This is an optimization exercise on Yosys and OpenROAD, whose aim is small area and a short achievable clock period, not a production implementation. Function was checked by simulation only, so behaviour that the tests miss may differ from the original.

==> flow/design.v, too long to show whole: its modules and the start of the top module <==
// module cpu_alu: 71 lines
// module cpu_div: 140 lines
// module cpu_div_stage: 43 lines
// module cpu_div_qsel: 35 lines
// module cpu_mul: 630 lines
// module cpu_booth_row: 12 lines
// module cpu_fa: 4 lines
// module cpu_ha: 4 lines
// module cpu_datapath: 126 lines
module cpu_datapath #(
    parameter int DATA_WIDTH = 32
) (
    input  logic                  clk,
    input  logic                  clr,
    input  logic                  R0_select,
    input  logic                  R1_select,
    input  logic                  R2_select,
    input  logic                  PC_select,
    input  logic                  MDR_select,
    input  logic                  InPort_select,
    input  logic                  HI_select,
    input  logic                  LO_select,
    input  logic                  ZHI_select,
    input  logic                  ZLO_select,
    input  logic                  C_select,
    input  logic                  PC_select_write,
    input  logic                  MDR_select_write,
    input  logic                  MAR_select_write,
    input  logic                  InPort_select_write,
    input  logic                  OutPort_select_write,
    input  logic                  HI_select_write,
    input  logic                  LO_select_write,
    input  logic                  ZHI_select_write,
    input  logic                  ZLO_select_write,
    input  logic                  C_select_write,
    input  logic                  RY_select_write,
    input  logic                  RF_enable,
    input  logic [3:0]            RF_write,
    input  logic                  AND_select,
    input  logic                  OR_select,
    input  logic                  ADD_select,
    input  logic                  SUB_select,
    input  logic                  MUL_select,
    input  logic                  DIV_select,
    input  logic                  SHR_select,
    input  logic                  SHRA_select,
    input  logic                  SHL_select,
    input  logic                  ROR_select,
    input  logic                  ROL_select,
    input  logic                  NEG_select,
    input  logic                  NOT_select,
    input  logic [DATA_WIDTH-1:0] MDR_data,
    input  logic [DATA_WIDTH-1:0] IO_data_in,
    output logic [DATA_WIDTH-1:0] IO_data_out,
    output logic [DATA_WIDTH-1:0] MAR_data
);
  // ...
==> flow/run.sh <==
#!/bin/bash
# synth_recipe.tcl (not shown) runs the flow's synth.tcl, then flattens the netlist and writes it again
# the make line also repeats each setting of config.mk as NAME=value (left out here)
make -C /OpenROAD-flow-scripts/flow DESIGN_CONFIG=/design/flow/config.mk WORK_HOME=/design/flow/orfs CLKGATE_MAP_FILE= SYNTH_SCRIPT=/design/flow/synth_recipe.tcl finish
==> flow/config.mk <==
export PLATFORM = sky130hd
export DESIGN_NAME = cpu_datapath
export DESIGN_NICKNAME = cpu_datapath
export VERILOG_FILES = /design/flow/design.v
export SDC_FILE = /design/flow/constraint.sdc
export NUM_CORES = 4
export LEC_CHECK = 0
export ABC_AREA = 1
export CAP_MARGIN = 20
export CORE_MARGIN = 2
export CORE_UTILIZATION = 30
export SLEW_MARGIN = 20
==> flow/constraint.sdc <==
create_clock -name core_clock -period 120.0 [get_ports {clk}]
set_input_delay 24.0000 -clock core_clock [delete_from_list [all_inputs] [get_ports {clk}]]
set_output_delay 24.0000 -clock core_clock [all_outputs]
set_load 0.01 [all_outputs]
==> flow_metrics.tcl, run 1 <==
set metrics [dict create \
    outcome "timing/DRC/antenna clean" \
    drt_pass1_iterations 7 \
    fp.dieArea_mm2 0.314 \
    skew_ns 0.0240 \
    min_path_type "register to register" \
    grt_pass1_wl_um 535000 \
    detailed_place_hpwl_um 266000 \
    critical_path_cell_count 364 \
    grtUsageMet3 0.0584 \
    synth_top_cell_by_area "fa_1" \
    yosysMostFrequentCell "nand2_1" \
    seq_cell_count 448 \
    ys_async_sr_fraction 1.00 \
    reg2reg_to "zlo[31]$_DFFE_PN0P_" \
    die_w_um 560 \
    multi_input_area_share 0.714 \
    drc 0 \
    top_layer "met5" \
    layout_common_cells "nand2_1, inv_1, xor2_1" \
    synth_flop_cell "dfrtp_1" \
    drv_slew 0 \
    drtAntennaViolNets 0 \
    worst_hold_slack_ns 0.489 \
    multi_input_gates 8883 \
]
==> module cpu_div, before the edit <==
module cpu_div (
    input  logic [31:0] a,
    input  logic [31:0] b,
    output logic [31:0] q,
    output logic [31:0] r
);
    localparam int W = 34;
    logic        sa, sb, tneg, bz;
    logic [31:0] am;
    logic [31:0] aor;
    assign sa = a[31];
    assign sb = b[31];
    assign tneg = sa ^ sb;
    assign bz = (b == 32'd0);
    assign aor[0] = 1'b0;
    genvar j;
    generate
        for (j = 1; j < 32; j++) begin : g_aor
            assign aor[j] = aor[j-1] | a[j-1];
        end
    endgenerate
    assign am = a ^ ({32{sa}} & aor);
    logic [31:0] zl;
    logic [4:0]  k;
    assign zl = {b[30:0] ^ {31{sb}}, 1'b1};
    logic [7:0]  v1;
    logic [15:0] c1;
    genvar g;
    generate
        for (g = 0; g < 8; g++) begin : g_lz4
            logic [3:0] n;
            assign n = zl[31-4*g -: 4];
            assign v1[g] = |n;
            assign c1[2*g +: 2] = n[3] ? 2'd0 : n[2] ? 2'd1 : n[1] ? 2'd2 : 2'd3;
        end
    endgenerate
    logic [3:0]  v2;
    logic [11:0] c2;
    generate
        for (g = 0; g < 4; g++) begin : g_lz8
            assign v2[g] = v1[2*g] | v1[2*g+1];
            assign c2[3*g +: 3] = v1[2*g] ? {1'b0, c1[4*g +: 2]} : {1'b1, c1[4*g+2 +: 2]};
        end
    endgenerate
    logic [1:0]  v3;
    logic [7:0]  c3;
    generate
        for (g = 0; g < 2; g++) begin : g_lz16
            assign v3[g] = v2[2*g] | v2[2*g+1];
            assign c3[4*g +: 4] = v2[2*g] ? {1'b0, c2[6*g +: 3]} : {1'b1, c2[6*g+3 +: 3]};
        end
    endgenerate
    assign k = v3[0] ? {1'b0, c3[3:0]} : {1'b1, c3[7:4]};
    logic [31:0] t0, t1, t2, t3, t4, t5;
    logic [63:0] x0, x1, x2, x3, x4, x5;
    assign t0 = b;
    assign x0 = {32'd0, am};
    assign t1 = k[4] ? {t0[15:0], 16'd0} : t0;
    assign x1 = k[4] ? {x0[47:0], 16'd0} : x0;
    assign t2 = k[3] ? {t1[23:0], 8'd0} : t1;
    assign x2 = k[3] ? {x1[55:0], 8'd0} : x1;
    assign t3 = k[2] ? {t2[27:0], 4'd0} : t2;
    assign x3 = k[2] ? {x2[59:0], 4'd0} : x2;
    assign t4 = k[1] ? {t3[29:0], 2'd0} : t3;
    assign x4 = k[1] ? {x3[61:0], 2'd0} : x3;
    assign t5 = k[0] ? {t4[30:0], 1'd0} : t4;
    assign x5 = k[0] ? {x4[62:0], 1'd0} : x4;
    logic [W-1:0] d;
    logic [3:0]   idx;
    assign d   = {{(W-32){t5[31]}}, t5};
    assign idx = t5[29:26] ^ {4{sb}};
    logic [W-1:0] s_v [0:16];
    logic [W-1:0] c_v [0:16];
    logic [16:0]  sel2_v, nz_v, pos_v;
    logic [31:0]  qp, qn;
    assign s_v[0] = {2'b00, x5[63:32]};
    assign c_v[0] = '0;
    cpu_div_qsel u_q0 (
        .idx  (idx),
        .est  (x5[63:56]),
        .sel2 (sel2_v[0]),
        .nz   (nz_v[0]),
        .pos  (pos_v[0])
    );
    generate
        for (j = 0; j < 16; j++) begin : g_stage
            cpu_div_stage u_st (
                .s_in  (s_v[j]),
                .c_in  (c_v[j]),
                .xb    (x5[31-2*j -: 2]),
                .d     (d),
                .idx   (idx),
                .sb    (sb),
                .tneg  (tneg),
                .sel2  (sel2_v[j]),
                .nz    (nz_v[j]),
                .pos   (pos_v[j]),
                .s_out (s_v[j+1]),
                .c_out (c_v[j+1]),
                .qp    (qp[31-2*j -: 2]),
                .qn    (qn[31-2*j -: 2]),
                .sel2_n(sel2_v[j+1]),
                .nz_n  (nz_v[j+1]),
                .pos_n (pos_v[j+1])
            );
        end
    endgenerate
    logic [W-1:0] sf, cf, e, dme, dinc, t1s, t1c, t2s, t2c, a1, a2, rsum, rc;
    logic         rneg;
    logic [31:0]  rm, qq;
    logic [1:0]   qadd;
    assign sf = s_v[16];
    assign cf = c_v[16];
    assign e  = {W{sa}};
    logic [W:0] dcy;
    assign dcy[0] = sb ? ~sa : sa;
    generate
        for (j = 0; j < W; j++) begin : g_dinc
            assign dinc[j]  = ~d[j] ^ dcy[j];
            assign dcy[j+1] = ~d[j] & dcy[j];
        end
    endgenerate
    assign dme = dinc ^ {W{~sb}};
    assign rsum = sf + cf;
    assign rneg = rsum[W-1];
    assign t1s = sf ^ cf ^ e;
    assign t1c = {((sf[W-2:0] & cf[W-2:0]) | (sf[W-2:0] & e[W-2:0]) | (cf[W-2:0] & e[W-2:0])), 1'b0};
    assign t2s = sf ^ cf ^ dme;
    assign t2c = {((sf[W-2:0] & cf[W-2:0]) | (sf[W-2:0] & dme[W-2:0]) | (cf[W-2:0] & dme[W-2:0])), 1'b0};
    assign a1 = (t1s + t1c) ^ e;
    assign a2 = (t2s + t2c) ^ e;
    assign rc = rneg ? a2 : a1;
    logic signed [W-1:0] rcs;
    assign rcs = rc;
    assign rm = 32'(rcs >>> k);
    assign qadd = rneg ? (tneg ? 2'd2 : 2'd0) : 2'd1;
    assign qq   = qp + ~qn + {30'd0, qadd};
    assign q = bz ? 32'd0 : qq;
    assign r = bz ? 32'd0 : rm;
endmodule
==> inputs of run 2 (changes only) <==
--- a/flow/design.v
+++ b/flow/design.v
@@ -222,20 +222,28 @@
         end
     endgenerate
     assign dme = dinc ^ {W{~sb}};
-    assign rsum = sf + cf;
+    cpu_add34 u_rsum (.x(sf), .y(cf), .ci(1'b0), .s(rsum));
     assign rneg = rsum[W-1];
     assign t1s = sf ^ cf ^ e;
     assign t1c = {((sf[W-2:0] & cf[W-2:0]) | (sf[W-2:0] & e[W-2:0]) | (cf[W-2:0] & e[W-2:0])), 1'b0};
     assign t2s = sf ^ cf ^ dme;
     assign t2c = {((sf[W-2:0] & cf[W-2:0]) | (sf[W-2:0] & dme[W-2:0]) | (cf[W-2:0] & dme[W-2:0])), 1'b0};
-    assign a1 = (t1s + t1c) ^ e;
-    assign a2 = (t2s + t2c) ^ e;
+    logic [W-1:0] a1s, a2s;
+    cpu_add34 u_a1 (.x(t1s), .y(t1c), .ci(1'b0), .s(a1s));
+    cpu_add34 u_a2 (.x(t2s), .y(t2c), .ci(1'b0), .s(a2s));
+    assign a1 = a1s ^ e;
+    assign a2 = a2s ^ e;
     assign rc = rneg ? a2 : a1;
     logic signed [W-1:0] rcs;
     assign rcs = rc;
     assign rm = 32'(rcs >>> k);
     assign qadd = rneg ? (tneg ? 2'd2 : 2'd0) : 2'd1;
-    assign qq   = qp + ~qn + {30'd0, qadd};
+    logic [31:0] q3s, q3c, qnn, qk;
+    assign qnn = ~qn;
+    assign qk  = {30'd0, qadd[1], 1'b0};
+    assign q3s = qp ^ qnn ^ qk;
+    assign q3c = {(qp[30:0] & qnn[30:0]) | (qp[30:0] & qk[30:0]) | (qnn[30:0] & qk[30:0]), 1'b0};
+    cpu_add32 u_qq (.x(q3s), .y(q3c), .ci(qadd[0]), .s(qq));
     assign q = bz ? 32'd0 : qq;
     assign r = bz ? 32'd0 : rm;
 endmodule
@@ -317,6 +325,86 @@
     assign sel2 = (e >= m2) | (e < mn1);
     assign nz   = sel2 | (e >= m1) | (e < m0);
 endmodule
+module cpu_add34 (
+    input  logic [33:0] x,
+    input  logic [33:0] y,
+    input  logic        ci,
+    output logic [33:0] s
+);
+    logic [33:0] g0, p0;
+    logic [33:0] g1, p1;
+    logic [33:0] g2, p2;
+    logic [33:0] g3, p3;
+    logic [33:0] g4, p4;
+    logic [33:0] g5, p5;
+    logic [33:0] g6, p6;
+    logic [33:0] g7, p7;
+    logic [33:0] g8, p8;
+    logic [33:0] g9, p9;
+    assign g0 = x & y;
+    assign p0 = x ^ y;
+    assign g1 = g0 | (34'h2aaaaaaaa & p0 & (g0 << 1));
+    assign p1 = p0 & (~34'h2aaaaaaaa | (p0 << 1));
+    assign g2 = g1 | (34'h88888888 & p1 & (g1 << 2));
+    assign p2 = p1 & (~34'h88888888 | (p1 << 2));
+    assign g3 = g2 | (34'h80808080 & p2 & (g2 << 4));
+    assign p3 = p2 & (~34'h80808080 | (p2 << 4));
+    assign g4 = g3 | (34'h80008000 & p3 & (g3 << 8));
+    assign p4 = p3 & (~34'h80008000 | (p3 << 8));
+    assign g5 = g4 | (34'h80000000 & p4 & (g4 << 16));
+    assign p5 = p4 & (~34'h80000000 | (p4 << 16));
+    assign g6 = g5 | (34'h800000 & p5 & (g5 << 8));
+    assign p6 = p5 & (~34'h800000 | (p5 << 8));
+    assign g7 = g6 | (34'h8080800 & p6 & (g6 << 4));
+    assign p7 = p6 & (~34'h8080800 | (p6 << 4));
+    assign g8 = g7 | (34'h222222220 & p7 & (g7 << 2));
+    assign p8 = p7 & (~34'h222222220 | (p7 << 2));
+    assign g9 = g8 | (34'h155555554 & p8 & (g8 << 1));
+    assign p9 = p8 & (~34'h155555554 | (p8 << 1));
+    logic [34:0] c;
+    assign c = {g9 | (p9 & {34{ci}}), ci};
+    assign s = p0 ^ c[33:0];
+endmodule
+module cpu_add32 (
+    input  logic [31:0] x,
+    input  logic [31:0] y,
+    input  logic        ci,
+    output logic [31:0] s
+);
+    logic [31:0] g0, p0;
+    logic [31:0] g1, p1;
+    logic [31:0] g2, p2;
+    logic [31:0] g3, p3;
+    logic [31:0] g4, p4;
+    logic [31:0] g5, p5;
+    logic [31:0] g6, p6;
+    logic [31:0] g7, p7;
+    logic [31:0] g8, p8;
+    logic [31:0] g9, p9;
+    assign g0 = x & y;
+    assign p0 = x ^ y;
+    assign g1 = g0 | (32'haaaaaaaa & p0 & (g0 << 1));
+    assign p1 = p0 & (~32'haaaaaaaa | (p0 << 1));
+    assign g2 = g1 | (32'h88888888 & p1 & (g1 << 2));
+    assign p2 = p1 & (~32'h88888888 | (p1 << 2));
+    assign g3 = g2 | (32'h80808080 & p2 & (g2 << 4));
+    assign p3 = p2 & (~32'h80808080 | (p2 << 4));
+    assign g4 = g3 | (32'h80008000 & p3 & (g3 << 8));
+    assign p4 = p3 & (~32'h80008000 | (p3 << 8));
+    assign g5 = g4 | (32'h80000000 & p4 & (g4 << 16));
+    assign p5 = p4 & (~32'h80000000 | (p4 << 16));
+    assign g6 = g5 | (32'h800000 & p5 & (g5 << 8));
+    assign p6 = p5 & (~32'h800000 | (p5 << 8));
+    assign g7 = g6 | (32'h8080800 & p6 & (g6 << 4));
+    assign p7 = p6 & (~32'h8080800 | (p6 << 4));
+    assign g8 = g7 | (32'h22222220 & p7 & (g7 << 2));
+    assign p8 = p7 & (~32'h22222220 | (p7 << 2));
+    assign g9 = g8 | (32'h55555554 & p8 & (g8 << 1));
+    assign p9 = p8 & (~32'h55555554 | (p8 << 1));
+    logic [32:0] c;
+    assign c = {g9 | (p9 & {32{ci}}), ci};
+    assign s = p0 ^ c[31:0];
+endmodule
 module cpu_mul (
     input  logic [31:0] a,
     input  logic [31:0] b,
==> run 2 against run 1 <==
Compared with the run above: still clean on timing, DRC and antenna; global-route usage rose by 0.24 points; die area is 0.18% higher; setup slack improved by 7.7 ns; non-clock buffer count shrank 3; first-iteration DRC count up 10%; via count up 0.56%; cell area up 0.10%; sequential cell count stayed put; clock skew grew 0.014 ns.
==> flow_metrics.tcl, run 2 <==
set metrics [dict create \
    drive_gt1_frac 0.0766 \
    fp.dieArea_mm2 0.314 \
    drtAntennaViolNets 0 \
    hold_viol 0 \
    endpoint_kind "register" \
    drt_pass1_iterations 6 \
    layout_common_cells "nand2_1, inv_1, xor2_1" \
    critPathRequiredTime_ns 120.53 \
    layout_commonest_cell "nand2_1" \
    cts_tree "built" \
    routed_wirelength_um 361000 \
    setup_tns_ns 0 \
    grt_pass1_wl_um 539000 \
    min_path_type "register to register" \
    seq_area_frac_synth 0.121 \
    syn_area_mm2 0.0930 \
    synth_seq_cells 448 \
    ys_async_sr_fraction 1.00 \
    cp_slowest_cell "clkinv_1" \
    vias 84600 \
    detailed_place_hpwl_um 261000 \
    cts_hold_buf 0 \
    cts.repair.resized 0 \
    cts_num_sinks 448 \
    largest_reg_flops 96 \
    drt_iter0_drc 10600 \
    yosysTopAreaCellShare 0.226 \
    netlist_top_cells_count "nand2_1, inv_1, xor2_1" \
    port_buffers 168 \
    synth_edf_count 0 \
    avgSynthCellArea_um2 7.85 \
    finalCriticalPeriod_ns 101.88 \
    wl_per_cell_um 23.2 \
    cts.reportedPaths.clkPinSlew_ns 0.06 \
    slowest_delay_ns 0.86 \
    drv_slew 0 \
    final_nets 13200 \
    finalWorstSetupSlack_ns 18.12 \
    io_pins 170 \
    synth_top_cell_by_area "fa_1" \
    yosysMostFrequentCell "nand2_1" \
    rsz0062_at_grt "no" \
    h-tree-depth 2 \
    syn_to_final_growth_pct 6.42 \
    cp_max_fo 73 \
    viasPerCell 5.42 \
    synth_flop_cell "dfrtp_1" \
    post-cts-setup-buffers 0 \
    grt_pass1_vias 81500 \
    antenna_found_initial 10 \
    ys_warn_count 12 \
    relSlewSlack 0.241 \
    start_util 0.301 \
    cts.path.max_buffers 3 \
    setup_viol_count_final 0 \
    top_register "gpr" \
    grt_max_degree 123 \
    fmax_mhz 9.82 \
    gr-usage-all-layers 0.224 \
    yosysUniqueCellTypes 94 \
    synth_area_leaders "fa_1, dfrtp_1, xor2_1" \
    post-place-ws_ns 18.59 \
    root_buffer "clkbuf_16" \
    postSynthCellCount 11800 \
    die_w_um 561 \
    core_area_mm2 0.309 \
    grt_overflow_total 0 \
    critical_path_arrival_ns 102.41 \
    clk_latency_ns 0.67 \
    num_rows 204 \
    setup.worst_path.class "input port to register" \
    die_h_um 561 \
    cp_common_cell "nand2_1" \
    worst_pin_slew_ns 1.14 \
    outcome "timing/DRC/antenna clean" \
    maxCapViolCount 0 \
    min_period_over_period 0.849 \
    drc 0 \
    place_congestion 1.00 \
    critPathLaunchType "input port" \
    skew_ns 0.0378 \
    cts_buffers 51 \
]
==> run 2: cell types whose count changed after synthesis, sizes merged, moves of 121 or more <==
cell,delta
clkbuf,+166
nand2,+242
buf,-146
nor2,-121
a21oi,-213
inv,-138
==> run 2: layout make-up <==
class / count / area [um2]
antenna: 8 / 20.0
clock buffer: 76 / 1480
clock inverter: 15 / 240
fill: 32900 / 210000
inverter: 1601 / 6110
multi-input combinational: 8931 / 71200
sequential: 448 / 11200
tap: 4120 / 5150
timing repair buffer: 409 / 3500
==> run 2: kinds of logic (layout without fill, tap and decap cells) <==
logic type	count (synthesis)	after routing	synth area share
buf+inv	2475	2101	0.116
fa+ha+maj	1643	1643	0.306
compound gates	2575	2575	0.166
simple gates	3374	3374	0.165
other cells	1	23	0.0000403
flops	448	448	0.121
xor+xnor	1256	1256	0.118
mux	68	68	0.00779
==> run 2: metrics by stage <==
step           utilization  std cells  cell area, um2  hold slack (ns)
2_1_floorplan            -      11900           93000            0.453
3_3_place_gp         0.315      15500           97200            0.465
3_5_place_dp         0.315      15500           97200            0.472
4_1_cts              0.320      15600           98900            0.486
5_1_grt              0.321      15600           98900            0.499
6_report             0.321      15600           98900            0.484
==> run 2: worst paths after layout <==
kind | start | to | slack (ns) | depth (start not counted)
min in group asynchronous | clr | mdr[20]$_DFFE_PN0P_ | 23.41 | 1
worst min-delay path | outport[9]$_DFFE_PN0P_ | outport[9]$_DFFE_PN0P_ | 0.48 | 2
worst min register to register | outport[9]$_DFFE_PN0P_ | outport[9]$_DFFE_PN0P_ | 0.48 | 2
worst max register to register | gpr[2][25]$_DFFE_PN0P_ | zhi[19]$_DFFE_PN0P_ | 42.98 | 370
worst max-delay path | R0_select | zhi[19]$_DFFE_PN0P_ | 18.12 | 371
max in group asynchronous | clr | ry[3]$_DFFE_PN0P_ | 94.33 | 3
==> run 2: worst max-delay path, delay by kind of cell <==
family | cells | cell delay, ns
xor gates and xnor gates | 33 | 8.75
buffers and inverters | 70 | 17.31
and+or+nand+nor | 140 | 18.95
adders and majority gates | 55 | 19.91
AOI/OAI and AO/OA | 73 | 12.91
==> run 2: per-layer routing <==
metal  GRT usage  vias up  part of all wire
met5    0.000452        -           0.00015
met4       0.109       10             0.060
met3      0.0550      940              0.11
met2       0.333     4589              0.42
met1       0.302    41100              0.41
li1            -    37900                 -
==> module cpu_div_stage, before the edit <==
module cpu_div_stage (
    input  logic [33:0] s_in,
    input  logic [33:0] c_in,
    input  logic [1:0]  xb,
    input  logic [33:0] d,
    input  logic [3:0]  idx,
    input  logic        sb,
    input  logic        tneg,
    input  logic        sel2,
    input  logic        nz,
    input  logic        pos,
    output logic [33:0] s_out,
    output logic [33:0] c_out,
    output logic [1:0]  qp,
    output logic [1:0]  qn,
    output logic        sel2_n,
    output logic        nz_n,
    output logic        pos_n
);
    logic [33:0] ys, yc, mm, m, cy;
    logic [7:0]  ea, est;
    logic        sel1, inv;
    assign ys   = {s_in[31:0], xb};
    assign yc   = {c_in[31:0], 2'b00};
    assign sel1 = nz & ~sel2;
    assign inv  = (pos ^ sb) & nz;
    assign mm   = ({34{sel1}} & d) | ({34{sel2}} & {d[32:0], 1'b0});
    assign m    = mm ^ {34{inv}};
    assign s_out = ys ^ yc ^ m;
    assign cy    = (ys & yc) | (ys & m) | (yc & m);
    assign c_out = {cy[32:0], inv};
    assign qp = (nz & (pos ^ tneg)) ? {sel2, sel1} : 2'b00;
    assign qn = (nz & ~(pos ^ tneg)) ? {sel2, sel1} : 2'b00;
    assign ea  = ys[31:24] + yc[31:24];
    assign est = ea + m[31:24];
    cpu_div_qsel u_q (
        .idx  (idx),
        .est  (est),
        .sel2 (sel2_n),
        .nz   (nz_n),
        .pos  (pos_n)
    );
endmodule
==> inputs of run 3 (changes only) <==
--- a/flow/design.v
+++ b/flow/design.v
@@ -273,8 +273,10 @@
     assign yc   = {c_in[31:0], 2'b00};
     assign sel1 = nz & ~sel2;
     assign inv  = (pos ^ sb) & nz;
-    assign mm   = ({34{sel1}} & d) | ({34{sel2}} & {d[32:0], 1'b0});
-    assign m    = mm ^ {34{inv}};
+    logic [33:0] dx;
+    assign dx   = d ^ {34{sb}};
+    assign mm   = ({34{sel1}} & dx) | ({34{sel2}} & {dx[32:0], sb});
+    assign m    = mm ^ {34{pos}};
     assign s_out = ys ^ yc ^ m;
     assign cy    = (ys & yc) | (ys & m) | (yc & m);
     assign c_out = {cy[32:0], inv};
==> run 3 against run 2 <==
Compared with the run above: utilization barely moved; maximum frequency decreased by 1.3%; setup slack got worse by 1.4 ns; non-clock buffer count grew 11; still clean on timing, DRC and antenna.
==> flow_metrics.tcl, run 3 <==
set metrics [dict create \
    final_nets 13300 \
    setup_tns_ns 0 \
    yosysUniqueCellTypes 82 \
    outcome "timing/DRC/antenna clean" \
    postSynthCellCount 11900 \
    worst_pin_slew_ns 1.21 \
    yosysMostFrequentCell "nand2_1" \
    cp_max_fo 58 \
    layout_common_cells "nand2_1, inv_1, xor2_1" \
    hold_viol 0 \
    h-tree-depth 2 \
    critical_path_arrival_ns 103.80 \
    rsz0062_at_grt "no" \
    grt_pass1_vias 83000 \
    drtAntennaViolNets 0 \
    viasPerCell 5.45 \
    drt_iter0_drc 10100 \
    maxCapViolCount 0 \
    antenna_found_initial 17 \
    setup_viol_count_final 0 \
    synth_seq_cells 448 \
    top_register "gpr" \
    ys_warn_count 12 \
    critPathRequiredTime_ns 120.55 \
    drt_pass1_iterations 9 \
    min_path_type "register to register" \
    drv_slew 0 \
    fmax_mhz 9.69 \
    cts_num_sinks 448 \
    gr-usage-all-layers 0.232 \
    place_congestion 1.01 \
    cts_buffers 53 \
    drc 0 \
    slowest_delay_ns 0.66 \
    endpoint_kind "register" \
    cts_hold_buf 0 \
    root_buffer "clkbuf_16" \
    cp_common_cell "inv_1" \
    relSlewSlack 0.182 \
    min_period_over_period 0.860 \
    netlist_top_cells_count "nand2_1, inv_1, xor2_1" \
    synth_area_leaders "fa_1, dfrtp_1, xor2_1" \
    cp_slowest_cell "clkinv_1" \
    synth_top_cell_by_area "fa_1" \
    syn_area_mm2 0.0932 \
    vias 85600 \
    wl_per_cell_um 23.7 \
    layout_commonest_cell "nand2_1" \
    num_rows 204 \
    post-cts-setup-buffers 0 \
    clk_latency_ns 0.70 \
    syn_to_final_growth_pct 6.34 \
    largest_reg_flops 96 \
    critPathLaunchType "input port" \
    die_w_um 561 \
    fin_area_mm2 0.0991 \
    io_pins 170 \
    cts.repair.resized 0 \
    n_fill_cell 33200 \
    placed_cell_area_mm2 0.0973 \
    skew_ns 0.0743 \
    cts.reportedPaths.clkPinSlew_ns 0.06 \
    core_area_mm2 0.309 \
    grt_overflow_total 0 \
    cts.path.max_buffers 3 \
    seq_area_frac_synth 0.120 \
    routed_wirelength_um 372000 \
    setup.worst_path.class "input port to register" \
    drive_gt1_frac 0.0691 \
    port_buffers 168 \
    start_util 0.302 \
    detailed_place_hpwl_um 272000 \
    ys_async_sr_fraction 1.00 \
    synth_edf_count 0 \
    finalCriticalPeriod_ns 103.24 \
    grt_max_degree 135 \
    grt_pass1_wl_um 555000 \
    fp.dieArea_mm2 0.315 \
    avgSynthCellArea_um2 7.81 \
    cts_tree "built" \
    synth_flop_cell "dfrtp_1" \
    die_h_um 561 \
    yosysTopAreaCellShare 0.226 \
]
## run 3: cell types whose count changed in the layout (fill, tap and decap cells not counted), moves of 24 or more
cell / change
a21oi_1: +57
a22o_1: -24
a22oi_1: -25
inv_1: +167
mux2_2: -32
nand2_1: -174
nor2_1: +65
nor2_4: -27
o22ai_1: +87
xnor2_1: +112
xor2_1: -94
## run 3: logic make-up after synthesis
family,synth area share
fa+ha+maj,0.305
flops,0.120
xor+xnor,0.121
other cells,0.0000402
compound gates,0.166
buf+inv,0.122
simple gates,0.158
mux,0.00638
## run 3: area by class of cell
type | count | area (um2) | share of cell area
multi-input cells | 8876 | 70800 | 0.714
diodes | 12 | 30.0 | 0.000303
inverters | 1738 | 6590 | 0.0665
well taps | 4120 | 5150 | 0.0520
repair buffers | 420 | 3540 | 0.0358
clock inverters | 14 | 270 | 0.00273
clock buffers | 77 | 1510 | 0.0152
flip-flops and latches | 448 | 11200 | 0.113
## run 3: final timing paths
path,start,endpoint,slack [ns],cells after the start
setup / recovery,R0_select,zhi[7]$_DFFE_PN0P_,16.76,403
hold / removal,gpr[2][24]$_DFFE_PN0P_,gpr[2][24]$_DFFE_PN0P_,0.48,2
setup reg to reg,gpr[0][31]$_DFFE_PN0P_,zhi[7]$_DFFE_PN0P_,41.51,402
hold reg to reg,gpr[2][24]$_DFFE_PN0P_,gpr[2][24]$_DFFE_PN0P_,0.48,2
max in group asynchronous,clr,c_reg[11]$_DFFE_PN0P_,94.54,3
min in group asynchronous,clr,mdr[22]$_DFFE_PN0P_,23.37,1
## run 3: per-layer routing
metal | vias up | wire, um | global-route usage
met5 | - | 46 | 0
met4 | 8 | 18900 | 0.0983
met3 | 984 | 39100 | 0.0523
met2 | 4502 | 160000 | 0.354
met1 | 41900 | 154000 | 0.313
li1 | 38100 | - | -
## run 3: critical path, delay by kind of cell
family	cells	cell delay, ns
AOI/OAI and AO/OA	68	10.92
buffers and inverters	82	14.21
xor gates and xnor gates	38	7.95
and+or+nand+nor	161	26.39
adders and majority gates	54	19.73
## run 3: through the flow
step,util,setup slack [ns],cells,hold slack (ns)
after CTS,0.321,16.68,15700,0.489
after global routing,0.321,9.79,15700,0.521
after global placement,0.315,16.70,15600,0.467
after detailed placement,0.315,16.25,15600,0.474
after floorplan,-,34.82,11900,0.453
final,0.321,16.76,15700,0.484

-- separate check: timing with driven ports --
How much do the figures lean on ideal ports? The routed layouts below were timed once more, with nothing changed but the port constraints. Step 1, drivers: a clkbuf_16 drives clk and a buf_2 each remaining input, both assumed. Step 2 adds t to the input delays and takes it off the output delays; t is the mean of the earliest and latest rising clock arrival at the registers after step 1. Input paths then give back, and output paths get back, about the clock's delay inside the block. a / b / c = ideal ports / drivers / drivers and shift; a / b = the first two.
run | shift t [ns] | slack for setup (ns) | worst hold slack (ns) | latest minus earliest clock arrival (ns) | worst slew at a driven data input, ns
run 1 | 0.744 | 10.452 / 10.508 / 9.764 | 0.489 / 0.489 / 0.489 | 0.024 / 0.024 | 0.17
run 2 | 0.722 | 18.118 / 18.166 / 17.444 | 0.484 / 0.484 / 0.484 | 0.039 / 0.040 | 0.13
run 3 | 0.726 | 16.756 / 16.781 / 16.056 | 0.484 / 0.484 / 0.484 | 0.075 / 0.075 | 0.14
After both steps every run listed still meets setup and hold. The setup slack of run 3, which loses most, moves by +0.025 ns with the drivers and by -0.700 ns with both steps.
